This is an optimization exercise on Yosys and OpenROAD, whose aim is small area and a short achievable clock period, not a production implementation. At most, simulation tests tie the RTL to the original design; equivalence was not proved. Power is estimated from default activity; no workload was simulated.

==> inputs of job 3469 <==
==> flow/design.v <==
package spi_mem_pkg;
    typedef enum logic [2:0] {
        ADDR,
        CMD,
        WRITE,
        READ,
        DONE
    } state_t;
    localparam logic [7:0] CMD_READ = 8'h00;
    localparam logic [7:0] IDLE_TX  = 8'h00;
endpackage
module spi_bit_engine #(
    parameter int unsigned CPOL      = 0,
    parameter int unsigned CPHA      = 0,
    parameter int unsigned MSB_FIRST = 0
) (
    input  logic       clk,
    input  logic       rst_n,
    input  logic       cs_n,
    input  logic       sck,
    input  logic       mosi,
    input  logic       tx_load,
    input  logic [7:0] tx_byte,
    output logic       miso,
    output logic       active,
    output logic       byte_done,
    output logic       frame_end,
    output logic       frame_err,
    output logic [7:0] rx_byte,
    output logic [7:0] rx_data,
    output logic       last_bit,
    output logic       rx_next_zero
);
    localparam bit POL = (CPOL != 0);
    localparam bit PHA = (CPHA != 0);
    localparam bit MSB = (MSB_FIRST != 0);
    logic [1:0] cs_s, sck_s, mosi_s;
    logic       sck_d;
    logic [7:0] rx_sr, tx_reg, rx_next;
    logic [2:0] bitcnt;
    logic       sck_rise, sck_fall, lead, trail;
    logic       sample_ev, shift_ev, cs_fall, cs_rise, tx_bit;
    logic       cs_d;
    assign rx_data = rx_sr;
    always_comb begin
        sck_rise  = sck_s[1] & ~sck_d;
        sck_fall  = ~sck_s[1] & sck_d;
        lead      = POL ? sck_fall : sck_rise;
        trail     = POL ? sck_rise : sck_fall;
        sample_ev = ~cs_d & (PHA ? trail : lead);
        shift_ev  = ~cs_d & (PHA ? lead : trail);
        cs_fall   = cs_d & ~cs_s[1];
        cs_rise   = ~cs_d & cs_s[1];
        rx_next   = MSB ? {rx_sr[6:0], mosi_s[1]} : {mosi_s[1], rx_sr[7:1]};
        last_bit  = sample_ev && (bitcnt == 3'd7);
        rx_next_zero = (rx_next == 8'd0);
        tx_bit    = MSB ? tx_reg[3'd7 - bitcnt] : tx_reg[bitcnt];
    end
    always_ff @(posedge clk) begin
        mosi_s  <= {mosi_s[0], mosi};
        rx_byte <= rx_next;
        if (sample_ev)
            rx_sr <= rx_next;
    end
    always_ff @(posedge clk or negedge rst_n) begin
        if (!rst_n) begin
            cs_s      <= '1;
            sck_s     <= {2{POL}};
            sck_d     <= POL;
            active    <= 1'b0;
            cs_d      <= 1'b1;
            bitcnt    <= '0;
            tx_reg    <= '0;
            miso      <= 1'b0;
            byte_done <= 1'b0;
            frame_end <= 1'b0;
            frame_err <= 1'b0;
        end else begin
            cs_s      <= {cs_s[0], cs_n};
            sck_s     <= {sck_s[0], sck};
            sck_d     <= sck_s[1];
            active    <= ~cs_s[1];
            cs_d      <= cs_s[1];
            byte_done <= last_bit;
            frame_end <= cs_rise;
            frame_err <= cs_rise && (bitcnt != 3'd0) && !last_bit;
            if (sample_ev)
                bitcnt <= bitcnt + 3'd1;
            if (cs_rise)
                bitcnt <= '0;
            if (tx_load)
                tx_reg <= tx_byte;
            if (shift_ev || (cs_fall && !PHA))
                miso <= tx_bit;
        end
    end
endmodule
module spi_mem_slave #(
    parameter int unsigned CPOL       = 0,
    parameter int unsigned CPHA       = 0,
    parameter int unsigned MSB_FIRST  = 0,
    parameter int unsigned ADDR_BYTES = 2,
    parameter int unsigned MEM_AW     = 8
) (
    input  logic       CLK,
    input  logic       nRESET,
    input  logic       nCS,
    input  logic       SCK,
    input  logic       MOSI,
    output logic       MISO,
    output logic       MISO_OE,
    output logic       busy,
    output logic       rx_valid,
    output logic [7:0] rx_byte,
    output logic       frame_err
);
    logic       s_addr, s_cmd, s_wr, s_rd, a2;
    logic       e_addr, e_cmd, e_dat, e_inc;
    logic [7:0] tgt, tgt_n;     
    logic       byte_done, frame_end, active, tx_load, last_bit, rx_next_zero, rx_zero;
    logic [7:0] tx_byte, rx_data;
    spi_bit_engine #(
        .CPOL      (CPOL),
        .CPHA      (CPHA),
        .MSB_FIRST (MSB_FIRST)
    ) u_engine (
        .clk          (CLK),
        .rst_n        (nRESET),
        .cs_n         (nCS),
        .sck          (SCK),
        .mosi         (MOSI),
        .tx_load      (tx_load),
        .tx_byte      (tx_byte),
        .miso         (MISO),
        .active       (active),
        .byte_done    (byte_done),
        .frame_end    (frame_end),
        .frame_err    (frame_err),
        .rx_byte      (rx_byte),
        .rx_data      (rx_data),
        .last_bit     (last_bit),
        .rx_next_zero (rx_next_zero)
    );
    assign busy     = active;
    assign MISO_OE  = active;
    assign rx_valid = byte_done;
    always_ff @(posedge CLK or negedge nRESET) begin
        if (!nRESET) begin
            e_addr <= 1'b0;
            e_cmd  <= 1'b0;
            e_dat  <= 1'b0;
            e_inc  <= 1'b0;
        end else begin
            e_addr <= last_bit && (frame_end || s_addr);
            e_cmd  <= last_bit && !frame_end && s_cmd;
            e_dat  <= last_bit && !frame_end && (s_rd || s_wr);
            e_inc  <= last_bit && !frame_end && ((s_cmd && rx_next_zero) || s_rd || s_wr);
        end
    end
    always_ff @(posedge CLK)
        rx_zero <= rx_next_zero;
    logic sel_ld;
    assign sel_ld = e_addr && !a2;
    always_comb begin
        tgt_n = tgt;
        if (sel_ld)
            tgt_n = rx_data;
        if (e_inc)
            tgt_n = tgt + 8'd1;
    end
    always_ff @(posedge CLK or negedge nRESET) begin
        if (!nRESET) begin
            s_addr  <= 1'b1;
            s_cmd   <= 1'b0;
            s_wr    <= 1'b0;
            s_rd    <= 1'b0;
            a2      <= 1'b0;
            tx_load <= 1'b0;
        end else begin
            tx_load <= e_addr | e_cmd | e_dat | frame_end;
            if (e_addr) begin
                a2 <= !a2;
                if (a2) begin
                    s_addr <= 1'b0;
                    s_cmd  <= 1'b1;
                end
            end
            if (e_cmd) begin
                s_cmd <= 1'b0;
                s_rd  <= rx_zero;
                s_wr  <= !rx_zero;
            end
            if (frame_end) begin
                s_addr <= 1'b1;
                s_cmd  <= 1'b0;
                s_wr   <= 1'b0;
                s_rd   <= 1'b0;
                a2     <= 1'b0;
            end
        end
    end
    logic [3:0]   hp;           
    logic         wv;           
    logic [7:0]   wd;
    logic [3:0]   wrow;         
    logic [3:0]   wlo;          
    logic         wissue;
    logic         wfire;        
    logic [15:0]  wsel;         
    logic         fire_new, fire_old, wfire_n;
    logic         rm;           
    logic [7:0]   pf;
    logic [127:0] heads;
    assign wissue   = e_dat && s_wr;
    assign fire_new = (tgt[3:0] + 4'd2) == hp;
    assign fire_old = wv && !wfire && ((wlo + 4'd2) == hp);
    assign wfire_n  = wissue ? fire_new : fire_old;
    always_ff @(posedge CLK) begin
        hp    <= hp - 4'd1;
        wfire <= wfire_n;
        for (int r = 0; r < 16; r++)
            wsel[r] <= wissue ? (fire_new && tgt[7:4] == 4'(r)) : (fire_old && wrow == 4'(r));
        if (wissue) begin
            wv   <= 1'b1;
            wd   <= rx_data;
            wrow <= tgt[7:4];
            wlo  <= tgt[3:0];
        end else if (wfire) begin
            wv   <= 1'b0;
        end
        tgt  <= tgt_n;
        rm   <= sel_ld ? ((rx_data[3:0] + 4'd1) == hp)
              : e_inc  ? ((tgt[3:0] + 4'd2) == hp)
              :          ((tgt[3:0] + 4'd1) == hp);
        if (rm)
            pf <= heads[{tgt[7:4], 3'd0} +: 8];
    end
    for (genvar r = 0; r < 16; r++) begin : g_row
        logic [127:0] q;        
        always_ff @(posedge CLK)
            q <= {q[119:0], wsel[r] ? wd : q[127:120]};
        assign heads[8*r +: 8] = q[7:0];
    end
    always_comb begin
        tx_byte = spi_mem_pkg::IDLE_TX;
        if (s_rd)
            tx_byte = pf;
    end
endmodule
==> flow/run.sh <==
#!/bin/bash
# synth_recipe.tcl (not shown) runs the flow's synth.tcl, then flattens the netlist and writes it again
# the make line also repeats each setting of config.mk as NAME=value (left out here)
make -C /OpenROAD-flow-scripts/flow DESIGN_CONFIG=/design/flow/config.mk WORK_HOME=/design/flow/orfs CLKGATE_MAP_FILE= SYNTH_SCRIPT=/design/flow/synth_recipe.tcl finish
==> flow/config.mk <==
export PLATFORM = sky130hd
export DESIGN_NAME = spi_mem_slave
export DESIGN_NICKNAME = spi_mem_slave
export VERILOG_FILES = /design/flow/design.v
export SDC_FILE = /design/flow/constraint.sdc
export NUM_CORES = 4
export LEC_CHECK = 0
export ABC_CLOCK_PERIOD_IN_PS = 1800
export CAP_MARGIN = 20
export CORE_MARGIN = 2
export CORE_UTILIZATION = 55
export CTS_BUF_LIST = sky130_fd_sc_hd__clkbuf_16
export CTS_CLUSTER_DIAMETER = 100
export CTS_CLUSTER_SIZE = 30
export PLACE_DENSITY = 0.7
export SETUP_SLACK_MARGIN = 2.1
export SLEW_MARGIN = 20
==> flow/constraint.sdc <==
create_clock -name core_clock -period 4.0 [get_ports {CLK}]
set_input_delay 0.8000 -clock core_clock [delete_from_list [all_inputs] [get_ports {CLK}]]
set_output_delay 0.8000 -clock core_clock [all_outputs]
set_load 0.01 [all_outputs]
==> job 2414: changes against job 3469 <==
==> flow/design.v (replaced) <==
package spi_mem_pkg;
    typedef enum logic [2:0] {
        ADDR,
        CMD,
        WRITE,
        READ,
        DONE
    } state_t;
    localparam logic [7:0] CMD_READ = 8'h00;
    localparam logic [7:0] IDLE_TX  = 8'h00;
endpackage
module spi_bit_engine #(
    parameter int unsigned CPOL      = 0,
    parameter int unsigned CPHA      = 0,
    parameter int unsigned MSB_FIRST = 0
) (
    input  logic       clk,
    input  logic       rst_n,
    input  logic       cs_n,
    input  logic       sck,
    input  logic       mosi,
    input  logic       tx_load,
    input  logic [7:0] tx_byte,
    output logic       miso,
    output logic       active,
    output logic       byte_done,
    output logic       byte_done_i,
    output logic       frame_end,
    output logic       frame_err,
    output logic [7:0] rx_byte,
    output logic [7:0] rx_data,
    output logic       rx_zero
);
    localparam bit POL = (CPOL != 0);
    localparam bit PHA = (CPHA != 0);
    localparam bit MSB = (MSB_FIRST != 0);
    logic [1:0] cs_s, sck_s, mosi_s;
    logic       sck_d;
    logic [7:0] rx_sr, tx_reg, rx_next;
    logic [2:0] bitcnt;
    logic       sck_rise, sck_fall, lead, trail;
    logic       sample_ev, shift_ev, cs_fall, cs_rise, last_bit, tx_bit;
    logic       cs_d, nbyte_done;
    assign byte_done_i = ~nbyte_done;
    assign rx_data = rx_sr;
    always_comb begin
        sck_rise  = sck_s[1] & ~sck_d;
        sck_fall  = ~sck_s[1] & sck_d;
        lead      = POL ? sck_fall : sck_rise;
        trail     = POL ? sck_rise : sck_fall;
        sample_ev = ~cs_d & (PHA ? trail : lead);
        shift_ev  = ~cs_d & (PHA ? lead : trail);
        cs_fall   = cs_d & ~cs_s[1];
        cs_rise   = ~cs_d & cs_s[1];
        rx_next   = MSB ? {rx_sr[6:0], mosi_s[1]} : {mosi_s[1], rx_sr[7:1]};
        last_bit  = sample_ev && (bitcnt == 3'd7);
        tx_bit    = MSB ? tx_reg[3'd7 - bitcnt] : tx_reg[bitcnt];
    end
    always_ff @(posedge clk) begin
        mosi_s  <= {mosi_s[0], mosi};
        rx_byte <= rx_next;
        rx_zero <= (rx_next == 8'd0);
        if (sample_ev)
            rx_sr <= rx_next;
    end
    always_ff @(posedge clk or negedge rst_n) begin
        if (!rst_n) begin
            cs_s      <= '1;
            sck_s     <= {2{POL}};
            sck_d     <= POL;
            active    <= 1'b0;
            cs_d      <= 1'b1;
            nbyte_done <= 1'b1;
            bitcnt    <= '0;
            tx_reg    <= '0;
            miso      <= 1'b0;
            byte_done <= 1'b0;
            frame_end <= 1'b0;
            frame_err <= 1'b0;
        end else begin
            cs_s      <= {cs_s[0], cs_n};
            sck_s     <= {sck_s[0], sck};
            sck_d     <= sck_s[1];
            active    <= ~cs_s[1];
            cs_d      <= cs_s[1];
            byte_done <= last_bit;
            nbyte_done <= ~last_bit;
            frame_end <= cs_rise;
            frame_err <= cs_rise && (bitcnt != 3'd0) && !last_bit;
            if (sample_ev)
                bitcnt <= bitcnt + 3'd1;
            if (cs_rise)
                bitcnt <= '0;
            if (tx_load)
                tx_reg <= tx_byte;
            if (shift_ev || (cs_fall && !PHA))
                miso <= tx_bit;
        end
    end
endmodule
module spi_mem_slave #(
    parameter int unsigned CPOL       = 0,
    parameter int unsigned CPHA       = 0,
    parameter int unsigned MSB_FIRST  = 0,
    parameter int unsigned ADDR_BYTES = 2,
    parameter int unsigned MEM_AW     = 8
) (
    input  logic       CLK,
    input  logic       nRESET,
    input  logic       nCS,
    input  logic       SCK,
    input  logic       MOSI,
    output logic       MISO,
    output logic       MISO_OE,
    output logic       busy,
    output logic       rx_valid,
    output logic [7:0] rx_byte,
    output logic       frame_err
);
    logic       s_addr, s_cmd, s_wr, s_rd, a2;
    logic [7:0] tgt, tgt_n;
    logic       byte_done, byte_done_o, frame_end, active, tx_load, rx_zero;
    logic [7:0] tx_byte, rx_data;
    spi_bit_engine #(
        .CPOL      (CPOL),
        .CPHA      (CPHA),
        .MSB_FIRST (MSB_FIRST)
    ) u_engine (
        .clk       (CLK),
        .rst_n     (nRESET),
        .cs_n      (nCS),
        .sck       (SCK),
        .mosi      (MOSI),
        .tx_load   (tx_load),
        .tx_byte   (tx_byte),
        .miso      (MISO),
        .active    (active),
        .byte_done (byte_done_o),
        .byte_done_i (byte_done),
        .frame_end (frame_end),
        .frame_err (frame_err),
        .rx_byte   (rx_byte),
        .rx_data   (rx_data),
        .rx_zero   (rx_zero)
    );
    assign busy     = active;
    assign MISO_OE  = active;
    assign rx_valid = byte_done_o;
    logic       sel_ld, sel_inc, sel_hold;
    logic [7:0] tgt_inc;
    assign tgt_inc = tgt + 8'd1;
    always_comb begin
        sel_ld  = byte_done && s_addr && !a2 && !frame_end;
        sel_inc = byte_done && ((s_cmd && rx_zero) || s_rd || s_wr) && !frame_end;
        sel_hold = !sel_ld && !sel_inc && !frame_end;
        tgt_n = ({8{sel_ld}} & rx_data) | ({8{sel_inc}} & tgt_inc) | ({8{sel_hold}} & tgt);
    end
    always_ff @(posedge CLK or negedge nRESET) begin
        if (!nRESET) begin
            s_addr  <= 1'b1;
            s_cmd   <= 1'b0;
            s_wr    <= 1'b0;
            s_rd    <= 1'b0;
            a2      <= 1'b0;
            tgt     <= '0;
            tx_load <= 1'b0;
        end else begin
            tgt     <= tgt_n;
            tx_load <= byte_done | frame_end;
            if (byte_done) begin
                if (s_addr) begin
                    a2 <= !a2;
                    if (a2) begin
                        s_addr <= 1'b0;
                        s_cmd  <= 1'b1;
                    end
                end
                if (s_cmd) begin
                    s_cmd <= 1'b0;
                    s_rd  <= rx_zero;
                    s_wr  <= !rx_zero;
                end
            end
            if (frame_end) begin
                s_addr <= 1'b1;
                s_cmd  <= 1'b0;
                s_wr   <= 1'b0;
                s_rd   <= 1'b0;
                a2     <= 1'b0;
            end
        end
    end
    logic [3:0]   hp;           
    logic         wv;           
    logic [7:0]   wd;
    logic [3:0]   wrow;         
    logic [3:0]   wlo, wlo_n;   
    logic         wfire;        
    logic         wissue;
    logic         rm;           
    logic [3:0]   rrow;         
    logic [7:0]   pf;
    logic [127:0] heads;
    assign wissue = byte_done & s_wr;
    assign wlo_n  = wissue ? tgt[3:0] : wlo;
    always_ff @(posedge CLK) begin
        hp   <= hp - 4'd1;
        wlo  <= wlo_n;
        wfire <= (wissue || (wv && !wfire)) && ((wlo_n + 4'd2) == hp);
        if (wissue) begin
            wv   <= 1'b1;
            wd   <= rx_data;
            wrow <= tgt[7:4];
        end else if (wfire) begin
            wv   <= 1'b0;
        end
        rm   <= frame_end ? (hp == 4'd1)
              : sel_ld    ? ((rx_data[3:0] + 4'd1) == hp)
              : sel_inc   ? ((tgt[3:0] + 4'd2) == hp)
              :             ((tgt[3:0] + 4'd1) == hp);
        rrow <= tgt_n[7:4];
        if (rm)
            pf <= heads[{rrow, 3'd0} +: 8];
    end
    for (genvar r = 0; r < 16; r++) begin : g_row
        logic [127:0] q;        
        always_ff @(posedge CLK)
            q <= {q[119:0], (wfire && wrow == 4'(r)) ? wd : q[127:120]};
        assign heads[8*r +: 8] = q[7:0];
    end
    always_comb begin
        tx_byte = spi_mem_pkg::IDLE_TX;
        if (s_rd)
            tx_byte = pf;
    end
endmodule
ABC_CLOCK_PERIOD_IN_PS = default   (was 1800)
CORE_UTILIZATION = 65   (was 55)
PLACE_DENSITY = 0.8   (was 0.7)
SETUP_SLACK_MARGIN = 2.0   (was 2.1)
==> comparison table <==
metric	job 3469	job 2414
Outcome	finished clean	complete, but fails checks
Reasons for failing layout checks	-	antenna rules
Per-cell via count in the routed design	4.44	4.78
Setup slack on the worst flop-to-flop path	2.10 ns	1.98 ns
Clock Skews	0.0273 ns	0.0294 ns
Number of flops mapped to enable cells by yosys	40	28
Final-layout clock-cell area share	4.28%	4.36%
Fraction of the yosys area taken by sequential cells	92.1%	91.8%
Mean post-synth cell area	18.5 µm²	18.5 µm²
Routed Antenna Nets	0	1
PnR worst setup slack	1.96 ns	1.97 ns
Worst min-delay path class	flip-flop to flip-flop	primary input to asynchronous set/reset pin
Met1 Use GR	21.4%	27.1%
Internal power	25300 µW	25200 µW
Synthesis-stage register bit count	2154	2139
Non-Clock Buffer Count	37	45
RR Startpoint	tgt[1]	wrow[2]
Worst r2r path cells	6	3
Tapcells	1144	950
Multiplexer area fraction after synthesis	4.76%	5.20%
Switch Pwr	5820 µW	5930 µW
Reg power frac	69.1%	68.7%
Only the layout flow was run in job 3469; the RTL was not checked for function there.

afterwards: timing with drivers on the ports:
How much do the figures lean on ideal ports? The routed layouts below were timed once more, with nothing changed but the port constraints.
Step 1: set_driving_cell puts a clkbuf_16 on CLK and a buf_2 on each other input, an assumption about the parent block.
Step 2 times the ports against the registers' clock, not the clock port: input delays grow and output delays shrink by t, the midpoint of the rising clock arrivals with the driver on.
a / b / c = no drivers / after step 1 / after step 2; a / b = the first two.
run | t, ns | setup slack, ns | worst setup path after step 2 | latest minus earliest clock arrival (ns) | worst data-port slew with drivers (ns)
job 3469 | 0.734 | 1.960 / 1.894 / 2.100 | register to register | 0.036 / 0.036 | 0.03
job 2414 | 0.720 | 1.973 / 1.911 / 1.984 | register to register | 0.045 / 0.045 | 0.03
